This is an optimization exercise on Yosys and OpenROAD, whose aim is a short achievable clock period and few clock cycles per item, not a production implementation.
Function was checked by simulation only, so behaviour that the tests miss may differ from the original.
Power is estimated from default activity; no workload was simulated.

==> flow/design.v <==
package ntt_pkg;
    localparam int RING_SIZE = 16;
    localparam int HALF_SIZE = RING_SIZE / 2;
    localparam int DATA_W    = 14;
    localparam logic [DATA_W-1:0] Q = 14'd12289;
endpackage
`timescale 1ns/1ps
module coef_regfile (
    input  logic         clk,
    input  logic         wr_en,
    input  logic [3:0]   wr_addr,
    input  logic [13:0]  wr_data,
    input  logic [3:0]   rd_addr,      
    input  logic         rd_zero,      
    input  logic         rd_step,      
    output logic [13:0]  rd_data       
);
    logic [13:0] mem [0:15];
    logic [3:0]  a1;
    logic [13:0] m0;
    logic [13:0] m1;
    assign a1 = rd_addr + 4'd1;
    assign m0 = (wr_en && wr_addr == rd_addr) ? wr_data : mem[rd_addr];
    assign m1 = (wr_en && wr_addr == a1) ? wr_data : mem[a1];
    always_ff @(posedge clk) begin
        for (int i = 0; i < 16; i++) begin
            if (wr_en && wr_addr == i) begin
                mem[i] <= wr_data;
            end
        end
    end
    always_ff @(posedge clk) begin
        if (rd_zero)      rd_data <= (wr_en && wr_addr == 4'd0) ? wr_data : mem[0];
        else if (rd_step) rd_data <= m1;
        else              rd_data <= m0;
    end
endmodule
`timescale 1ns/1ps
module twiddle_ram (
    input  logic          clk,
    input  logic          reset,
    input  logic          wr_en,
    input  logic [13:0]   wr_data,
    output logic [293:0]  tab         
);
    logic [13:0] w;
    logic [15:0] w3;         
    logic [13:0] cur [1:3];
    logic [13:0] t [0:6][1:3];
    logic        ld;
    logic [2:0]  sc;
    function automatic logic [13:0] dbl(input logic [13:0] c);
        logic [15:0] v0, v1;
        v0 = {1'b0, c, 1'b0};
        v1 = v0 - 16'd12289;
        dbl = v1[15] ? v0[13:0] : v1[13:0];
    endfunction
    function automatic logic [13:0] red3(input logic [15:0] t);
        logic [16:0] v0, v1, v2;
        v0 = {1'b0, t};
        v1 = v0 - 17'd12289;
        v2 = v0 - 17'd24578;
        if (!v2[16])      red3 = v2[13:0];
        else if (!v1[16]) red3 = v1[13:0];
        else              red3 = v0[13:0];
    endfunction
    function automatic logic [13:0] quad(input logic [13:0] c);
        logic [16:0] v0, v1, v2, v3;
        v0 = {1'b0, c, 2'b00};
        v1 = v0 - 17'd12289;
        v2 = v0 - 17'd24578;
        v3 = v0 - 17'd36867;
        if (!v3[16])      quad = v3[13:0];
        else if (!v2[16]) quad = v2[13:0];
        else if (!v1[16]) quad = v1[13:0];
        else              quad = v0[13:0];
    endfunction
    always_ff @(posedge clk or posedge reset) begin
        if (reset) begin
            ld <= 1'b0;
            sc <= '0;
        end else begin
            ld <= wr_en;
            if (ld) begin
                sc <= 3'd7;
            end else if (sc != 3'd0) begin
                sc <= sc - 3'd1;
            end
        end
    end
    always_ff @(posedge clk) begin
        if (wr_en) begin
            w  <= wr_data;
            w3 <= {2'b00, wr_data} + {1'b0, wr_data, 1'b0};
        end
        if (ld) begin
            cur[1] <= w;
            cur[2] <= dbl(w);
            cur[3] <= red3(w3);
        end else if (sc != 3'd0) begin
            for (int d = 1; d < 4; d++) begin
                cur[d] <= quad(cur[d]);
                t[6][d] <= cur[d];
                for (int i = 0; i < 6; i++) begin
                    t[i][d] <= t[i+1][d];
                end
            end
        end
    end
    always_comb begin
        for (int i = 0; i < 7; i++) begin
            for (int d = 1; d < 4; d++) begin
                tab[(i*3+d-1)*14 +: 14] = t[i][d];
            end
        end
    end
endmodule
module mod_sel (
    input  logic [13:0]   a,
    input  logic [293:0]  tab,
    output logic [97:0]   rows
);
    always_comb begin
        for (int i = 0; i < 7; i++) begin
            case (a[2*i +: 2])
                2'd1:    rows[i*14 +: 14] = tab[(i*3+0)*14 +: 14];
                2'd2:    rows[i*14 +: 14] = tab[(i*3+1)*14 +: 14];
                2'd3:    rows[i*14 +: 14] = tab[(i*3+2)*14 +: 14];
                default: rows[i*14 +: 14] = 14'd0;
            endcase
        end
    end
endmodule
module csa17 (
    input  logic [16:0] x,
    input  logic [16:0] y,
    input  logic [16:0] z,
    output logic [16:0] s,
    output logic [16:0] c
);
    logic [16:0] cc;
    assign s  = x ^ y ^ z;
    assign cc = (x & y) | (x & z) | (y & z);
    assign c  = {cc[15:0], 1'b0};
endmodule
module mod_mult (
    input  logic          clk,
    input  logic [97:0]   rows,
    output logic [57:0]   f_n,
    output logic [57:0]   f
);
    logic [16:0] r [0:6];
    logic [16:0] s1a, c1a, s1b, c1b, s2, c2, s3, c3, s4, c4;
    logic [16:0] a_q;
    logic [16:0] b_q;
    logic [17:0] v;
    always_comb begin
        for (int i = 0; i < 7; i++) r[i] = {3'b000, rows[i*14 +: 14]};
    end
    csa17 l1a (.x(r[0]), .y(r[1]), .z(r[2]), .s(s1a), .c(c1a));
    csa17 l1b (.x(r[3]), .y(r[4]), .z(r[5]), .s(s1b), .c(c1b));
    csa17 l2  (.x(s1a),  .y(c1a),  .z(s1b),  .s(s2),  .c(c2));
    csa17 l3  (.x(c1b),  .y(r[6]), .z(s2),   .s(s3),  .c(c3));
    csa17 l4  (.x(c2),   .y(s3),   .z(c3),   .s(s4),  .c(c4));
    localparam logic [107:0] NKQ = {18'd188410, 18'd200699, 18'd212988, 18'd225277, 18'd237566, 18'd249855};
    logic [6:1]  ge;
    logic [6:0]  sel_n;
    logic [6:0]  sel;
    always_comb begin
        for (int k = 1; k < 7; k++) begin
            logic [17:0] x, y, z, sm, cy, t;
            x  = {1'b0, a_q};
            y  = {1'b0, b_q};
            z  = NKQ[(k-1)*18 +: 18];
            sm = x ^ y ^ z;
            cy = ((x & y) | (x & z) | (y & z)) << 1;
            t  = sm + cy;
            ge[k] = !t[17];
        end
        sel_n[0] = !ge[1];
        for (int k = 1; k < 6; k++) sel_n[k] = ge[k] && !ge[k+1];
        sel_n[6] = ge[6];
    end
    localparam logic [119:0] KQ15 = {15'd20487, 15'd8198, 15'd28677, 15'd16388, 15'd4099, 15'd24578, 15'd12289, 15'd0};
    logic [14:0] kk;
    logic [14:0] kk1;
    logic [14:0] d0, d1, d2, d3;
    always_comb begin
        kk  = '0;
        kk1 = '0;
        for (int k = 0; k < 7; k++) begin
            kk  = kk  | ({15{sel[k]}} & KQ15[k*15 +: 15]);
            kk1 = kk1 | ({15{sel[k]}} & KQ15[(k+1)*15 +: 15]);
        end
        d0 = v[14:0] - kk;
        d1 = v[14:0] - kk1;
        d2 = kk1 - v[14:0];
        d3 = kk - v[14:0];
        f_n = {d3, d2[13:0], d1, d0[13:0]};
    end
    always_ff @(posedge clk) begin
        a_q <= s4;
        b_q <= c4;
        v   <= {1'b0, a_q} + {1'b0, b_q};
        sel <= sel_n;
        f   <= f_n;
    end
endmodule
module mod_mult_slow (
    input  logic          clk,
    input  logic [13:0]   a,
    input  logic [293:0]  tab,
    output logic [57:0]   f
);
    logic [97:0] rows;
    logic [16:0] r [0:6];
    logic [16:0] s1a, c1a, s1b, c1b, s1c, c1c;
    logic [16:0] f0, f1, f2, f3;
    logic [16:0] s2x, c2x, s2y, c2y;
    logic [16:0] q2a;
    logic [16:0] q2b;
    logic [16:0] v;
    logic [14:0] rr;
    logic [2:0]  kest;
    logic [16:0] kq;
    logic [16:0] vr;
    logic [15:0] r_q, r_2q, q_r, q2_r, n_r;
    logic        ge;
    logic [16:0] vr1;
    logic [16:0] kq1;
    logic        ge_n;
    logic [57:0] fn;
    mod_sel sel_i (
        .a   (a),
        .tab (tab),
        .rows(rows)
    );
    always_comb begin
        for (int i = 0; i < 7; i++) r[i] = {3'b000, rows[i*14 +: 14]};
    end
    csa17 l1a (.x(r[0]), .y(r[1]), .z(r[2]), .s(s1a), .c(c1a));
    csa17 l1b (.x(r[3]), .y(r[4]), .z(r[5]), .s(s1b), .c(c1b));
    csa17 l1c (.x(s1a),  .y(c1a),  .z(s1b),  .s(s1c), .c(c1c));
    csa17 l2x (.x(f0),  .y(f1),  .z(f2), .s(s2x), .c(c2x));
    csa17 l2y (.x(s2x), .y(c2x), .z(f3), .s(s2y), .c(c2y));
    always_comb begin
        case (v[16:12])
            5'd0, 5'd1, 5'd2, 5'd3:    kest = 3'd0;
            5'd4, 5'd5, 5'd6:          kest = 3'd1;
            5'd7, 5'd8, 5'd9:          kest = 3'd2;
            5'd10, 5'd11, 5'd12:       kest = 3'd3;
            5'd13, 5'd14, 5'd15:       kest = 3'd4;
            5'd16, 5'd17, 5'd18:       kest = 3'd5;
            default:                   kest = 3'd6;
        endcase
        case (kest)
            3'd1:    kq = 17'd12289;
            3'd2:    kq = 17'd24578;
            3'd3:    kq = 17'd36867;
            3'd4:    kq = 17'd49156;
            3'd5:    kq = 17'd61445;
            3'd6:    kq = 17'd73734;
            default: kq = 17'd0;
        endcase
        case (kest)
            3'd1:    kq1 = 17'd24578;
            3'd2:    kq1 = 17'd36867;
            3'd3:    kq1 = 17'd49156;
            3'd4:    kq1 = 17'd61445;
            3'd5:    kq1 = 17'd73734;
            3'd6:    kq1 = 17'd86023;
            default: kq1 = 17'd12289;
        endcase
        vr  = v - kq;
        vr1 = v - kq1;
        ge_n = !vr1[16];
        r_q  = {1'b0, rr} - 16'd12289;
        r_2q = {1'b0, rr} - 16'd24578;
        q_r  = 16'd12289 - {1'b0, rr};
        q2_r = 16'd24578 - {1'b0, rr};
        n_r  = 16'd0 - {1'b0, rr};
        if (ge) fn = {q_r[14:0], q2_r[13:0], r_2q[14:0], r_q[13:0]};
        else    fn = {n_r[14:0], q_r[13:0], r_q[14:0], rr[13:0]};
    end
    always_ff @(posedge clk) begin
        f0  <= s1c;
        f1  <= c1c;
        f2  <= c1b;
        f3  <= r[6];
        q2a <= s2y;
        q2b <= c2y;
        v   <= q2a + q2b;
        rr  <= vr[14:0];
        ge  <= ge_n;
        f   <= fn;
    end
endmodule
`timescale 1ns/1ps
module butterfly_unit (
    input  logic [13:0] a,
    input  logic        first,
    input  logic [28:0] op,       
    output logic [13:0] r
);
    logic [13:0] aa;
    logic [14:0] t1;
    logic [15:0] t2;
    always_comb begin
        aa = a;
        t1 = {1'b0, aa} + {1'b0, op[13:0]};
        t2 = {2'b00, aa} + {op[28], op[28:14]};
        if (first)       r = 14'd0;
        else if (t2[15]) r = t1[13:0];
        else             r = t2[13:0];
    end
endmodule
module mod_forms (
    input  logic [13:0] v,
    output logic [57:0] f
);
    logic [14:0] vq;
    logic [13:0] qv;
    logic [14:0] nv;
    always_comb begin
        vq = {1'b0, v} - 15'd12289;
        qv = 14'd12289 - v;
        nv = 15'd0 - {1'b0, v};
        f  = {nv, qv, vq, v};
    end
endmodule
`timescale 1ns/1ps
module addr_gen (
    input  logic [3:0]   j,
    output logic [127:0] sel,      
    output logic [15:0]  neg
);
    always_comb begin
        for (int m = 0; m < 16; m++) begin
            logic [3:0] e;
            e = j * m;
            for (int r = 0; r < 8; r++) begin
                sel[m*8 + r] = (e[2:0] == r);
            end
            neg[m] = e[3];
        end
    end
endmodule
`timescale 1ns/1ps
module ntt_core (
    input  logic        clk,
    input  logic        reset,
    input  logic        load_w,
    input  logic        load_data,
    input  logic        start,
    input  logic [13:0] din,
    output logic        done,
    output logic [13:0] dout
);
    localparam logic [2:0] IDLE  = 3'd0;
    localparam logic [2:0] LTW   = 3'd1;
    localparam logic [2:0] LDAT  = 3'd2;
    localparam logic [2:0] WAITD = 3'd3;
    localparam logic [2:0] DLY   = 3'd4;
    localparam logic [2:0] OUTP  = 3'd5;
    logic [2:0]  state;
    logic [3:0]  cnt;
    logic [4:0]  nload;      
    logic [4:0]  p;          
    logic        tab_ok;     
    logic        insync;     
    logic [2:0]  tcnt;
    logic [3:0]  ocnt;
    logic        oen;
    logic        idle;
    logic        acc_w;
    logic        acc_d;
    logic        acc_s;
    logic        din_v;
    logic        byp;
    logic        from_store;
    logic        issue;
    logic        ready;
    assign idle  = (state == IDLE);
    assign acc_w = idle && load_w;
    assign acc_d = idle && !load_w && load_data;
    assign acc_s = idle && !load_w && !load_data && start;
    assign din_v = (state == LDAT);
    assign byp        = insync && din_v;
    assign from_store = tab_ok && (p < nload);
    assign issue      = byp || from_store;
    assign ready      = (acc_s || (state == WAITD)) && (p == 5'd16);
    logic [4:0] p_nx;
    logic [4:0] nload_nx;
    logic       tab_ok_nx;
    always_comb begin
        p_nx      = issue ? p + 5'd1 : p;
        nload_nx  = din_v ? {1'b0, cnt} + 5'd1 : nload;
        tab_ok_nx = tab_ok || (tcnt == 3'd1);
        if (acc_w) begin
            p_nx      = '0;
            tab_ok_nx = 1'b0;
        end else if (acc_d) begin
            p_nx     = '0;
            nload_nx = '0;
        end
    end
    always_ff @(posedge clk or posedge reset) begin
        if (reset) begin
            state  <= IDLE;
            cnt    <= '0;
            nload  <= '0;
            p      <= '0;
            tab_ok <= 1'b0;
            insync <= 1'b0;
            tcnt   <= '0;
            ocnt   <= '0;
            oen    <= 1'b0;
            done   <= 1'b0;
        end else begin
            p      <= p_nx;
            nload  <= nload_nx;
            tab_ok <= tab_ok_nx;
            insync <= tab_ok_nx && (p_nx == nload_nx);
            done   <= (state == DLY);
            if (tcnt != 3'd0) tcnt <= tcnt - 3'd1;
            if (oen) begin
                ocnt <= ocnt + 4'd1;
                if (ocnt == 4'd15) oen <= 1'b0;
            end
            case (state)
                IDLE: begin
                    cnt <= '0;
                    if (acc_w) begin
                        state <= LTW;
                        tcnt  <= '0;
                    end else if (acc_d) begin
                        state <= LDAT;
                    end else if (acc_s) begin
                        state <= ready ? DLY : WAITD;
                    end
                end
                LTW: begin
                    cnt <= cnt + 4'd1;
                    if (cnt == 4'd7) begin
                        state <= IDLE;
                        cnt   <= '0;
                        tcnt  <= 3'd7;
                    end
                end
                LDAT: begin
                    cnt <= cnt + 4'd1;
                    if (cnt == 4'd15) begin
                        state <= IDLE;
                        cnt   <= '0;
                    end
                end
                WAITD: begin
                    if (ready) state <= DLY;
                end
                DLY: begin
                    state <= OUTP;
                    ocnt  <= '0;
                    oen   <= 1'b1;
                end
                OUTP: begin
                    if (ocnt == 4'd15) state <= IDLE;
                end
                default: begin
                    state <= IDLE;
                end
            endcase
        end
    end
    logic [293:0] tab [0:3];
    genvar gr;
    generate
        for (gr = 0; gr < 4; gr++) begin : g_tw
            twiddle_ram tw_i (
                .clk    (clk),
                .reset  (reset),
                .wr_en  ((state == LTW) && (cnt == (gr == 0 ? 1 : 2 * gr))),
                .wr_data(din),
                .tab    (tab[gr])
            );
        end
    endgenerate
    logic [13:0] xs_rd;
    coef_regfile rf_i (
        .clk    (clk),
        .wr_en  (din_v),
        .wr_addr(cnt),
        .wr_data(din),
        .rd_addr(p[3:0]),
        .rd_zero(acc_w || acc_d),
        .rd_step(issue),
        .rd_data(xs_rd)
    );
    logic [13:0] xin;
    logic [13:0] op;
    logic [3:0]  op_j;
    logic        op_v;
    logic        f1;
    logic [97:0] rows_n [0:2];
    logic [97:0] rows_q [0:2];
    assign xin = byp ? din : xs_rd;
    genvar gf;
    generate
        for (gf = 0; gf < 3; gf++) begin : g_sel
            mod_sel sel_i (
                .a   (xin),
                .tab (tab[gf+1]),
                .rows(rows_n[gf])
            );
        end
    endgenerate
    always_ff @(posedge clk) begin
        op   <= issue ? xin : 14'd0;
        op_j <= p[3:0];
        f1   <= issue && (p[3:0] == 4'd0);
        for (int f = 0; f < 3; f++) rows_q[f] <= rows_n[f];
    end
    logic [3:0]  jp [2:9];
    logic [9:2]  vp;
    logic [9:2]  fp;
    logic [13:0] xp [2:8];
    always_ff @(posedge clk or posedge reset) begin
        if (reset) begin
            op_v <= 1'b0;
            vp   <= '0;
        end else begin
            op_v <= issue;
            vp   <= {vp[8:2], op_v};
        end
    end
    always_ff @(posedge clk) begin
        jp[2] <= op_j;
        xp[2] <= op;
        fp[2] <= f1;
        for (int i = 3; i < 10; i++) jp[i] <= jp[i-1];
        for (int i = 3; i < 9; i++)  xp[i] <= xp[i-1];
        for (int i = 3; i < 10; i++) fp[i] <= fp[i-1];
    end
    logic [57:0] xf_n1;
    logic [57:0] xf2;
    logic [57:0] xf3;
    logic [57:0] xf4;
    logic [57:0] xf_n8;
    logic [57:0] xf9;
    logic [28:0] o8;
    mod_forms xf_i1 (.v(op),    .f(xf_n1));
    mod_forms xf_i8 (.v(xp[8]), .f(xf_n8));
    always_ff @(posedge clk) begin
        xf2 <= xf_n1;
        xf3 <= xf2;
        xf4 <= xf3;
        xf9 <= xf_n8;
        o8  <= op_j[0] ? xf_n1[57:29] : xf_n1[28:0];
    end
    logic [57:0] pf_n [0:2];
    logic [57:0] pf   [0:2];
    generate
        for (gf = 0; gf < 3; gf++) begin : g_fast
            mod_mult mul_i (
                .clk (clk),
                .rows(rows_q[gf]),
                .f_n (pf_n[gf]),
                .f   (pf[gf])
            );
        end
    endgenerate
    logic [57:0] po [0:3];     
    mod_mult_slow mul_1 (
        .clk(clk),
        .a  (xp[4]),
        .tab(tab[0]),
        .f  (po[0])
    );
    generate
        for (gf = 0; gf < 3; gf++) begin : g_slow
            mod_mult_slow mul_i (
                .clk(clk),
                .a  (pf[gf][13:0]),
                .tab(tab[0]),
                .f  (po[gf+1])
            );
        end
    endgenerate
    logic [13:0] pe_d [0:2][5:8];
    logic [57:0] pe_f_n [0:2];
    logic [57:0] pe_f9  [0:2];
    generate
        for (gf = 0; gf < 3; gf++) begin : g_pef
            mod_forms pf_i (.v(pe_d[gf][8]), .f(pe_f_n[gf]));
        end
    endgenerate
    always_ff @(posedge clk) begin
        for (int f = 0; f < 3; f++) begin
            pe_d[f][5] <= pf[f][13:0];
            for (int i = 6; i < 9; i++) pe_d[f][i] <= pe_d[f][i-1];
            pe_f9[f] <= pe_f_n[f];
        end
    end
    function automatic logic [28:0] pick8(input logic [7:0] s, input logic [231:0] v);
        pick8 = '0;
        for (int i = 0; i < 8; i++) pick8 = pick8 | ({29{s[i]}} & v[i*29 +: 29]);
    endfunction
    function automatic logic [28:0] pick16(input logic [15:0] s, input logic [463:0] v);
        pick16 = '0;
        for (int i = 0; i < 16; i++) pick16 = pick16 | ({29{s[i]}} & v[i*29 +: 29]);
    endfunction
    logic [13:0] acc [0:15];
    logic [13:0] acc_n [0:15];
    butterfly_unit bu0 (
        .a    (acc[0]),
        .first(f1),
        .op   (xf2[28:0]),
        .r    (acc_n[0])
    );
    butterfly_unit bu8 (
        .a    (acc[8]),
        .first(f1),
        .op   (o8),
        .r    (acc_n[8])
    );
    logic [28:0] o4;
    logic [28:0] o12;
    logic [3:0]  osel;         
    always_ff @(posedge clk) begin
        for (int i = 0; i < 4; i++) osel[i] <= vp[2] && (jp[2][1:0] == i);
        o4  <= ({29{osel[0]}} & xf3[28:0])     | ({29{osel[1]}} & pf_n[1][28:0]) |
               ({29{osel[2]}} & xf3[57:29])    | ({29{osel[3]}} & pf_n[1][57:29]);
        o12 <= ({29{osel[0]}} & xf3[28:0])     | ({29{osel[1]}} & pf_n[1][57:29]) |
               ({29{osel[2]}} & xf3[57:29])    | ({29{osel[3]}} & pf_n[1][28:0]);
    end
    butterfly_unit bu4 (
        .a    (acc[4]),
        .first(fp[3]),
        .op   (o4),
        .r    (acc_n[4])
    );
    butterfly_unit bu12 (
        .a    (acc[12]),
        .first(fp[3]),
        .op   (o12),
        .r    (acc_n[12])
    );
    logic [127:0] sel_c_n;
    logic [15:0]  neg_c_n;
    logic [127:0] sel_d_n;
    logic [15:0]  neg_d_n;
    logic [31:0]  sel_c;       
    logic [127:0] sel_d;       
    logic [28:0]  o_c [0:3];
    logic [28:0]  o_d [0:7];
    addr_gen ag_c (
        .j  (jp[3]),
        .sel(sel_c_n),
        .neg(neg_c_n)
    );
    addr_gen ag_d (
        .j  (jp[8]),
        .sel(sel_d_n),
        .neg(neg_d_n)
    );
    always_ff @(posedge clk) begin
        for (int c = 0; c < 4; c++) begin
            for (int r = 0; r < 4; r++) begin
                sel_c[c*8 + 2*r]     <= vp[3] && sel_c_n[(4*c+2)*8 + 2*r] && !neg_c_n[4*c+2];
                sel_c[c*8 + 2*r + 1] <= vp[3] && sel_c_n[(4*c+2)*8 + 2*r] &&  neg_c_n[4*c+2];
            end
        end
        for (int c = 0; c < 4; c++) begin
            o_c[c] <= pick8(sel_c[c*8 +: 8], {pf[2][57:29], pf[2][28:0], pf[1][57:29], pf[1][28:0],
                                              pf[0][57:29], pf[0][28:0], xf4[57:29], xf4[28:0]});
        end
        for (int c = 0; c < 8; c++) begin
            for (int r = 0; r < 8; r++) begin
                sel_d[c*16 + r]     <= vp[8] && sel_d_n[(2*c+1)*8 + r] && !neg_d_n[2*c+1];
                sel_d[c*16 + r + 8] <= vp[8] && sel_d_n[(2*c+1)*8 + r] &&  neg_d_n[2*c+1];
            end
        end
        for (int c = 0; c < 8; c++) begin
            o_d[c] <= pick16(sel_d[c*16 +: 16],
                             {po[3][57:29], pe_f9[2][57:29], po[2][57:29], pe_f9[1][57:29],
                              po[1][57:29], pe_f9[0][57:29], po[0][57:29], xf9[57:29],
                              po[3][28:0],  pe_f9[2][28:0],  po[2][28:0],  pe_f9[1][28:0],
                              po[1][28:0],  pe_f9[0][28:0],  po[0][28:0],  xf9[28:0]});
        end
    end
    genvar gm;
    generate
        for (gm = 0; gm < 4; gm++) begin : g_accc
            butterfly_unit bu (
                .a    (acc[4*gm+2]),
                .first(fp[4]),
                .op   (o_c[gm]),
                .r    (acc_n[4*gm+2])
            );
        end
        for (gm = 0; gm < 8; gm++) begin : g_accd
            butterfly_unit bu (
                .a    (acc[2*gm+1]),
                .first(fp[9]),
                .op   (o_d[gm]),
                .r    (acc_n[2*gm+1])
            );
        end
    endgenerate
    always_ff @(posedge clk) begin
        for (int m = 0; m < 16; m++) acc[m] <= acc_n[m];
    end
    logic [3:0] orev;
    assign orev = {ocnt[0], ocnt[1], ocnt[2], ocnt[3]};
    always_ff @(posedge clk or posedge reset) begin
        if (reset) begin
            dout <= '0;
        end else begin
            dout <= oen ? acc[orev] : '0;
        end
    end
endmodule
==> flow/run.sh <==
#!/bin/bash
# synth_recipe.tcl (not shown) runs the flow's synth.tcl, then flattens the netlist and writes it again
# the make line also repeats each setting of config.mk as NAME=value (left out here)
make -C /OpenROAD-flow-scripts/flow DESIGN_CONFIG=/design/flow/config.mk WORK_HOME=/design/flow/orfs CLKGATE_MAP_FILE= SYNTH_SCRIPT=/design/flow/synth_recipe.tcl finish
==> flow/config.mk <==
export PLATFORM = sky130hd
export DESIGN_NAME = ntt_core
export DESIGN_NICKNAME = ntt_core
export VERILOG_FILES = /design/flow/design.v
export SDC_FILE = /design/flow/constraint.sdc
export NUM_CORES = 4
export LEC_CHECK = 0
export CAP_MARGIN = 20
export CELL_PAD_IN_SITES_GLOBAL_PLACEMENT = 1
export CORE_MARGIN = 2
export CORE_UTILIZATION = 30
export CTS_CLUSTER_DIAMETER = 80
export CTS_CLUSTER_SIZE = 30
export PLACE_DENSITY = 0.38
export SETUP_SLACK_MARGIN = 4.0
export SLEW_MARGIN = 20
==> flow/constraint.sdc <==
create_clock -name core_clock -period 7.0 [get_ports {clk}]
set_input_delay 1.4000 -clock core_clock [delete_from_list [all_inputs] [get_ports {clk}]]
set_output_delay 1.4000 -clock core_clock [all_outputs]
set_load 0.01 [all_outputs]
==> results.txt <==
[kinds of logic after synthesis]
family / count (synthesis) / share of synthesized area, %
XOR/XNOR: 1203 / 4.787
AO/OA/AOI/OAI: 5346 / 18.10
multiplexers: 929 / 4.470
AND/OR/NAND/NOR: 3942 / 8.544
adder cells (fa/ha/maj): 1447 / 10.06
flip-flops: 4584 / 49.44
buffers and inverters: 2656 / 4.598
[worst paths after layout]
| kind | startpoint | to | slack [ns] |
|---|---|---|---|
| hold reg to reg | pe_d[0][9] | pe_d[1][9] | 0.30 |
| hold / removal | pe_d[0][9] | pe_d[1][9] | 0.30 |
| setup reg to reg | g_tw[0].tw_i.cur[1][7] | g_tw[0].tw_i.cur[1][10] | 3.97 |
| setup / recovery | g_tw[0].tw_i.cur[1][7] | g_tw[0].tw_i.cur[1][10] | 3.97 |
| max in group asynchronous | reset | ocnt[1] | 5.11 |
| min in group asynchronous | reset | done | 0.79 |
[layout make-up]
| type | count | area [µm²] |
|---|---|---|
| Clock buffer | 398 | 9766 |
| Inverter | 1061 | 4026 |
| Sequential cell | 4584 | 109500 |
| Fill cell | 72900 | 479200 |
| Tap cell | 9796 | 12260 |
| Multi-Input combinational cell | 12870 | 104500 |
| Timing Repair Buffer | 713 | 6625 |
| Antenna cell | 276 | 690.7 |
| Clock inverter | 317 | 4553 |
[sequential cells by signal (all words and copies together), names as in the netlist, 64 cells and up]
name,count
g_fast.mul_i.f,168
rows_q,294
sel_d,128
g_tw.tw_i.t,1176
rf_i.mem,224
g_tw.tw_i.cur,168
g_tw.tw_i.w3,64
pe_f9,165
o_c,116
xp,95
o_d,232
acc,224
g_slow.mul_i.f,165
pe_d,168
[layer usage]
metal / vias up / track usage [%]
met5: - / 2.273
met3: 3145 / 10.79
met2: 10100 / 44.93
li1: 73540 / -
met1: 87950 / 41.30
met4: 140 / 16.12
[worst max-delay path: stages (launching register included)]
cell	delay (ns)
edfxtp_1	0.42
or4_4	0.57
or4_4	0.44
or3_4	0.37
a311o_1	0.36
nand4b_1	0.22
nor4_1	0.09
xnor2_1	0.20
o21ai_2	0.09
[layout by cell type, fill, tap and decap left out, types with 80 or more instances in the layout]
cell	netlist	layout
nand2_1	1080	1062
nor3_1	350	323
o21ai_0	762	735
fa_1	539	534
o21a_1	103	91
buf_4	14	551
inv_1	1057	1041
mux2_2	420	420
dfxtp_2	0	130
clkbuf_16	0	392
xnor2_1	781	741
ha_1	907	884
or3_1	112	102
nand3_1	208	206
a22oi_1	811	810
a221oi_1	984	977
a211oi_1	110	96
dfxtp_1	2848	2579
nand4_1	403	403
nor2_1	1087	1066
mux2i_1	507	492
nor2b_1	178	143
nand2b_1	145	138
a21o_1	182	182
dfxtp_4	0	139
diode_2	0	276
a22o_1	1171	1171
a21oi_1	603	551
edfxtp_1	1670	1670
nor4_1	95	80
xor2_1	422	402
[repair_timing]
action / in CTS / in global routing
pin swaps: 80 / 107
endpoints found under the setup margin: 1056 / 799
resized for setup: 525 / 298
cloned: 6 / 6
setup buffers: 146 / 135
[per-stage QoR]
stage	cell area (µm²)	setup WS, ns	util, %
4_1_cts	248600	3.905	34.00
5_1_grt	251700	3.870	34.42
6_report	252000	3.969	34.46
3_5_place_dp	230800	2.466	31.57
3_3_place_gp	230700	2.441	31.55
2_1_floorplan	220200	1.563	-
[power by group through the flow]
stage / sequential [mW] / clock (mW) / combinational [mW]
2_1_floorplan: 48.4 / 0 / 47.7
3_5_place_dp: 64.2 / 0 / 74.7
3_3_place_gp: 64.6 / 0 / 74.8
4_1_cts: 63.6 / 25.5 / 76.7
6_report: 64.7 / 24.9 / 79.0
5_1_grt: 65.0 / 26.4 / 85.1
==> impl_results.rst <==
.. list-table::
   :header-rows: 1

   * - Metric
     - Value
   * - Met1 Wirelength
     - 517100 µm
   * - Die outline width
     - 860.5 µm
   * - Via count of the first global-routing pass
     - 167600
   * - Pins Over Slew Limit
     - 0
   * - Initial Utilization
     - 30.10%
   * - Path category of the worst min-delay check
     - register to register
   * - Area overhead of the layout relative to synthesis
     - 14.48%
   * - Signal arrival time at the worst endpoint
     - 3.82 ns
   * - Leading post-synthesis cells by cell area
     - dfxtp_1 (26%), edfxtp_1 (23%), ha_1 (5.2%), fa_1 (4.9%), a22o_1 (4.7%)
   * - Max FO, Critical Path
     - 5
   * - Core area
     - 731100 µm²
   * - Synth Area per Inst
     - 10.95 µm²
   * - Internal cell power
     - 83.85 mW
   * - Total negative setup slack
     - 0 ns
   * - CTS clk-pin slew, worst paths
     - 0.09 ns
   * - DR pass1 iterations
     - 10
   * - Crit path launch type
     - register
   * - Combinational Power Share
     - 46.9%
   * - Global router's overall resource usage
     - 31.29%
   * - Worst Reg-to-Reg Cells
     - 8
   * - Final-stage net count
     - approximately 21000
   * - Critical path start-end classification
     - register to register
   * - Area leader, netlist
     - dfxtp_1
   * - Total met2 wirelength after detailed routing
     - approximately 500000 µm
   * - First-pass GRT wire length
     - 1585000 µm
   * - Average detailed-routed wire length per instance
     - 40.20 µm
   * - Total of flip-flops plus latches after synthesis
     - 4584
   * - Most common cell in the synthesized netlist
     - dfxtp_1
   * - IO Count
     - 34
   * - Aggregate global routing overflow
     - 0
   * - Sequential share of the synthesized area
     - around half
   * - Worst Skew
     - 0.07716 ns
   * - Clock tree from TritonCTS
     - done
   * - Endpoint class of the critical path
     - register
   * - Area enclosed by the die boundary
     - 740500 µm²
   * - Clock tree buffer depth
     - 4
   * - Share of Yosys cell area claimed by the top area cell type
     - 25.90%
   * - CTS hold repair buffers
     - 0
   * - Number of instances on the worst hold path
     - 0
   * - Synthesized instance count
     - 20110
   * - Final Power
     - roughly 170 mW
   * - Dominant synthesized flop cell
     - dfxtp_1
   * - # H-tree levels
     - 5
   * - Vias after detailed routing
     - 174900
   * - Maximum number of pins on one net before global-route repair
     - 174
   * - Final routed wirelength across all metal layers
     - 1207000 µm
   * - CTS sink count
     - approximately 4600
   * - Peak supply drop
     - 0.6130 mV
   * - Summed instance area of the synthesized netlist
     - approximately 220000 µm²
   * - Relative contribution of the clock network to total power
     - 14.8%
   * - Final min period
     - 3.031 ns
   * - Relative slew slack
     - 9.291%
   * - DRC violation count after routing
     - 0
   * - Final setup violation count
     - 0
   * - Final standard cell count with taps included and fillers excluded
     - between 30000 and 40000
   * - Clk Latency, worst-skew pair
     - 1.09 ns
   * - Final period utilization
     - between 40% and 50%
   * - Half-perimeter wire length after detailed placement
     - 836300 µm
   * - Total number of yosys warnings
     - 39
   * - Vias per cell
     - 5.826
   * - Number of failing hold endpoints at the final stage
     - 0
   * - RSZ-0062 raised after global routing
     - yes
   * - Max-cap check violation count
     - 0
   * - Root buffer selected by CTS
     - clkbuf_16
   * - Proportion of layout cells with a drive suffix above 1
     - between 10% and 20%
   * - F_max
     - 0.3299 GHz
   * - Antenna violations before repair
     - approximately 250
   * - Max Used Layer
     - met5
   * - Placed instance count
     - 28730
   * - Distinct cells, synth
     - about 110
   * - ANT nets after route
     - 0
   * - Num CTS Buffers
     - 379
   * - Cell Rows
     - about 310
   * - Most used standard cells in the synthesized netlist
     - dfxtp_1 (2848), edfxtp_1 (1670), clkbuf_1 (1234)
   * - Fraction of registers with async set/reset
     - 1.440%
   * - Switching part of the total power
     - 50.23%
   * - Height of the die
     - 860.5 µm
   * - Power share of the sequential group
     - 38.4%
   * - Worst Max-Slew Pin Slew
     - 1.356 ns
   * - Required time worst endpoint
     - 7.79 ns
   * - Count of routing violations after the opening detailed-route iteration
     - 22910
   * - Ratio of total power to cell area
     - 668.6 nW/µm²
   * - Outcome
     - complete, no violations
   * - Synthesized net count
     - 21570
   * - Global placement routability congestion
     - 0.9681
   * - Total leakage power
     - 97.80 nW
   * - EDFF count, synth
     - 1670
   * - Smallest hold slack
     - 0.2990 ns
   * - Total length of routed met3 wires
     - 115900 µm
   * - Number of buffer cells added on primary ports
     - 33
   * - Net switching power figure
     - roughly 85 mW
Testbench counts, summed over its fixed seeds: cycles 6,848, transforms 192.

[separate check: timing with driven ports]
In the flow no input, the clock included, has a driving cell. The finished layout below was timed again as built, in two steps. Step 1, drivers: a clkbuf_16 drives clk and a buf_2 each remaining input, both assumed. Step 2 also shifts input and output timing later by t, the mid clock arrival at the registers, as if the neighbouring blocks saw the same clock. Slacks: no drivers / after step 1 / after step 2; pairs: no drivers / after step 1.
t (ns): 1.184
slack for setup (ns): 3.969 / 3.865 / 2.900
latest minus earliest clock arrival (ns): 0.083 / 0.082
After both steps setup and hold are still met in this run. For this run, drivers alone change the setup slack by -0.104 ns; drivers and shift together by -1.069 ns.
